This design comes from an exercise in tuning for small area, a short achievable clock period and few clock cycles on the open sky130 flow, not from production work. In this exercise RTL edits were held to simulation tests only and were not proved equivalent to the original. No activity file was given, so power comes from the tool's default toggle rates.

==> inputs of run H <==
==> flow/design.v (excerpt) <==
module mcs51_core #(
  parameter int IRAM_SIZE = mcs51_pkg::IRAM_SIZE_DEFAULT
) (
  input  logic        clk,
  input  logic        reset_n,
  output logic [15:0] code_addr,
  input  logic [7:0]  code_rdata,
  output logic [7:0]  sfr_raddr,
  input  logic [7:0]  sfr_rdata,
  output logic [7:0]  sfr_waddr,
  output logic [7:0]  sfr_wdata,
  output logic        sfr_we
);
Settings: LEC_CHECK=0, CAP_MARGIN=20, CORE_MARGIN=2, CORE_UTILIZATION=40, SETUP_SLACK_MARGIN=5, SLEW_MARGIN=20; clock period 10.0 ns.
run.sh (not shown) runs the stock make flow with config.mk's settings and CLKGATE_MAP_FILE= SYNTH_SCRIPT=/design/flow/synth_recipe.tcl, a recipe that flattens the netlist after the stock synthesis.
==> run K: changes against run H <==
--- a/flow/design.v
+++ b/flow/design.v
@@ -45,10 +45,11 @@
 );
   localparam logic [1:0] F_OPC = 2'd0;
   localparam logic [1:0] F_B1  = 2'd1;
   localparam logic [1:0] F_B2  = 2'd2;
   logic [7:0] iram [128];
+  logic [31:0] rn_one;   
   logic [7:0] acc;
   logic [7:1] psw;       
   logic [7:0] b_reg;
   logic [7:0] sp_reg;
   logic [15:0] pc;
@@ -129,11 +130,12 @@
   logic [7:0] x_next;
   logic       r_int;
   assign bank_eff = x_wr_psw ? x_reg[4:3] : psw[4:3];
   assign addr_eff = r_rn ? {2'b00, bank_eff, raddr[2:0]} : raddr[6:0];
   assign iram_rd  = iram[addr_eff];
-  assign fwd_iram = x_wr_iram && (waddr[6:0] == addr_eff);
+  logic       fwd_hit;   
+  assign fwd_iram = fwd_hit;
   assign acc_fwd  = x_wr_acc ? res : acc;
   assign r_int    = raddr[7] && !is_ext_sfr(raddr);
   always_comb begin
     case (r_src)
       ES_IMM:  x_next = r_imm;
@@ -183,10 +185,11 @@
   end
   logic x_flags;
   assign x_flags = x_v && ((x_alu == EA_ADD) || (x_alu == EA_ADDC) || (x_alu == EA_SUBB));
   always_ff @(posedge clk) begin
     if (x_wr_iram) iram[waddr[6:0]] <= res;
+    if (x_wr_iram && (waddr[6:5] == 2'b00)) rn_one[waddr[4:0]] <= (res == 8'h01);
   end
   always_ff @(posedge clk or negedge reset_n) begin
     if (!reset_n) begin
       acc    <= 8'h00;
       psw    <= 7'h00;
@@ -257,11 +260,23 @@
   logic        pend_taken;
   assign dop     = (fst == F_OPC) ? code_rdata : f_opc;
   assign len     = op_length(dop);
   assign ctl     = exec_ctl(dop);
   assign pc_inc  = pc + 16'd1;
-  assign pc_rel  = pc_inc + {{8{code_rdata[7]}}, code_rdata};
+  logic [8:0]  rel_lo;
+  logic [7:0]  hi_p1;
+  logic [7:0]  hi_m1;
+  assign rel_lo = {1'b0, pc_inc[7:0]} + {1'b0, code_rdata};
+  assign hi_p1  = pc_inc[15:8] + 8'd1;
+  assign hi_m1  = pc_inc[15:8] - 8'd1;
+  always_comb begin
+    case ({rel_lo[8], code_rdata[7]})
+      2'b10:   pc_rel = {hi_p1, rel_lo[7:0]};
+      2'b01:   pc_rel = {hi_m1, rel_lo[7:0]};
+      default: pc_rel = {pc_inc[15:8], rel_lo[7:0]};
+    endcase
+  end
   assign is_rn2  = (f_opc[7:3] == 5'b0111_1) || (f_opc[7:3] == 5'b1101_1);
   assign is_djnz = (f_opc[7:3] == 5'b1101_1);
   assign is_jcc  = (f_opc == 8'h40) || (f_opc == 8'h50) || (f_opc == 8'h60) || (f_opc == 8'h70);
   function automatic logic jcond(input logic [1:0] kind, input logic [7:0] a, input logic c);
     case (kind)
@@ -271,16 +286,34 @@
       default: jcond = (a != 8'h00);
     endcase
   endfunction
   assign cond       = jcond(f_opc[5:4], acc, psw[7]);
   assign cond_hz    = f_opc[5] ? x_wr_acc : x_wr_cy;
-  assign djnz_hz    = x_wr_iram && (waddr[6:0] == addr_eff);
+  logic       r_wr_iram;
+  logic       nx_rn;
+  logic [7:0] nx_raddr;
+  logic [6:0] nx_eff;
+  logic       djnz_hz_q;
+  assign r_wr_iram = r_v && (r_dst == ED_MEM) && !raddr[7];
+  always_comb begin
+    nx_rn    = r_rn;
+    nx_raddr = raddr;
+    if (fst == F_OPC) begin
+      nx_rn    = 1'b1;
+      nx_raddr = {5'b00000, code_rdata[2:0]};
+    end else if (fst == F_B1 && !is_rn2) begin
+      nx_rn    = 1'b0;
+      nx_raddr = code_rdata;
+    end
+  end
+  assign nx_eff  = nx_rn ? {2'b00, bank_eff, nx_raddr[2:0]} : nx_raddr[6:0];
+  assign djnz_hz = djnz_hz_q;
   assign pend_taken = pend && jcond(pend_kind, acc, psw[7]);
   assign stall      = (fst == F_B1) && is_djnz && djnz_hz;
   always_comb begin
     if (f_opc == 8'h80) taken = 1'b1;
-    else if (is_djnz) taken = (iram_rd != 8'h01);
+    else if (is_djnz) taken = !rn_one[addr_eff[4:0]];
     else taken = is_jcc && !cond_hz && cond;
   end
   logic issue;
   always_comb begin
     case (fst)
@@ -294,10 +327,12 @@
       pc        <= 16'h0000;
       fst       <= F_OPC;
       f_opc     <= 8'h00;
       f_op1     <= 8'h00;
       pend      <= 1'b0;
+      djnz_hz_q <= 1'b0;
+      fwd_hit   <= 1'b0;
       pend_kind <= 2'd0;
       pend_tgt  <= 16'h0000;
       r_v       <= 1'b0;
       r_alu     <= EA_PASS;
       r_src     <= ES_ACC;
@@ -307,19 +342,21 @@
       raddr     <= 8'h00;
       sfr_we    <= 1'b0;
       sfr_waddr <= 8'h00;
       sfr_wdata <= 8'h00;
     end else begin
-      sfr_we <= 1'b0;
-      pend   <= 1'b0;
-      r_v    <= issue && ctl[8];
-      if (issue) begin
-        r_alu <= ctl[7:4];
-        r_src <= ctl[3:2];
-        r_dst <= ctl[1:0];
-        r_imm <= code_rdata;
-      end
+      sfr_we    <= 1'b0;
+      pend      <= 1'b0;
+      fwd_hit   <= r_wr_iram && !nx_raddr[7] && (addr_eff == nx_eff);
+      djnz_hz_q <= (fst == F_OPC) && r_wr_iram && (addr_eff == nx_eff);
+      r_v       <= issue && ctl[8];
+      r_alu     <= ctl[7:4];
+      r_src     <= ctl[3:2];
+      r_dst     <= ctl[1:0];
+      r_imm     <= code_rdata;
+      pend_kind <= f_opc[5:4];
+      pend_tgt  <= pc_rel;
       case (fst)
         F_OPC: begin
           if (pend_taken) begin
             pc <= pend_tgt;
           end else begin
@@ -338,15 +375,11 @@
               raddr <= code_rdata;
               r_rn  <= 1'b0;
             end
             if (len == 2'd3) fst <= F_B2;
             else fst <= F_OPC;
-            if (is_jcc && cond_hz) begin
-              pend      <= 1'b1;
-              pend_kind <= f_opc[5:4];
-              pend_tgt  <= pc_rel;
-            end
+            if (is_jcc && cond_hz) pend <= 1'b1;
             if (f_opc == 8'hF5 && is_ext_sfr(code_rdata)) begin
               sfr_we    <= 1'b1;
               sfr_waddr <= code_rdata;
               sfr_wdata <= acc_fwd;
             end
==> flow/flow/run.sh (new file) <==
#!/bin/bash
# The standard ORFS layout, with timing repair aimed past the clock period
# (repair_timing's setup margin) so that the achieved period is shorter.
set -euo pipefail
bash standard.sh SETUP_SLACK_MARGIN=6.5 finish > standard_flow.log 2>&1
==> flow/standard.sh (new file) <==
#!/bin/bash
# synth_recipe.tcl (not shown) runs the flow's synth.tcl, then flattens the netlist and writes it again
# the make line also repeats each setting of config.mk as NAME=value (left out here)
make -C /OpenROAD-flow-scripts/flow DESIGN_CONFIG=/design/flow/config.mk WORK_HOME=/design/flow/orfs CLKGATE_MAP_FILE= SYNTH_SCRIPT=/design/flow/synth_recipe.tcl "${@:-finish}"
SETUP_SLACK_MARGIN = not set   (was 5)
removed: flow/run.sh
==> run G: changes against run H <==
SETUP_SLACK_MARGIN = not set   (was 5)
==> qor summary <==
	run G	run H	run K
WHS Path Cells	0	1	0
Startpoint of the worst register-to-register path	x_wr_psw	raddr[2]	x_alu[0]
Layout clock buffer count	153	149	173
Min-Delay Endpoint	x_alu[3]	sfr_waddr[7]	x_alu[3]
Met3 Track Usage GR	3.33%	2.67%	4.99%
Sequential cell area	34600 sq um	34700 sq um	35700 sq um
Most frequent cell on the critical path	buf_4	mux2_2	fa_2
Count of different cell masters after synthesis	86	86	88
Clock buf/inv share	6.88%	6.59%	6.44%
First-pass GRT wire length	191000 um	193000 um	224000 um
Outcome	complete, no violations	complete, no violations	complete, no violations
Maximum VDD drop	0.274 mV	0.353 mV	0.288 mV
Portion of total power attributed to sequential cells	44.2%	44.0%	30.6%
Hold slack final	0.404 ns	0.470 ns	0.383 ns
Number of synthesized flops with an enable pin	1024	1024	1056
Largest net degree at the start of global routing	115	119	89
Inverters	60	62	79
Testbench counts of run H, summed over its fixed seeds: cycles 39,651.
Testbench counts of run K, summed over its fixed seeds: cycles 39,651.
Testbench counts of run G, summed over its fixed seeds: cycles 39,651.

==> separate check: timing with driven ports <==
Ports are ideal in the flow. The routed layouts listed here were re-timed in OpenROAD. Step 1 sets driving cells, clkbuf_16 on the clock port and buf_2 on the other inputs (assumed; they add their load-dependent delay and slew). Step 2, shift: input delay + t, output delay - t, t = (earliest + latest rising clock arrival at the registers) / 2. This alone moves slack from input paths to output paths. Slacks: no drivers / after step 1 / after step 2; pairs: no drivers / after step 1.
run | shift t [ns] | setup WS [ns] | slew at the worst register clock pin (ns)
run H | 0.776 | 5.096 / 5.096 / 4.518 | 0.07 / 0.07
run K | 0.833 | 5.230 / 5.230 / 4.536 | 0.07 / 0.07
run G | 0.774 | 4.007 / 4.007 / 4.007 | 0.06 / 0.06
After both steps every run listed still meets setup and hold. For run K, which loses most, drivers alone change the setup slack by 0.000 ns; drivers and shift together by -0.694 ns.
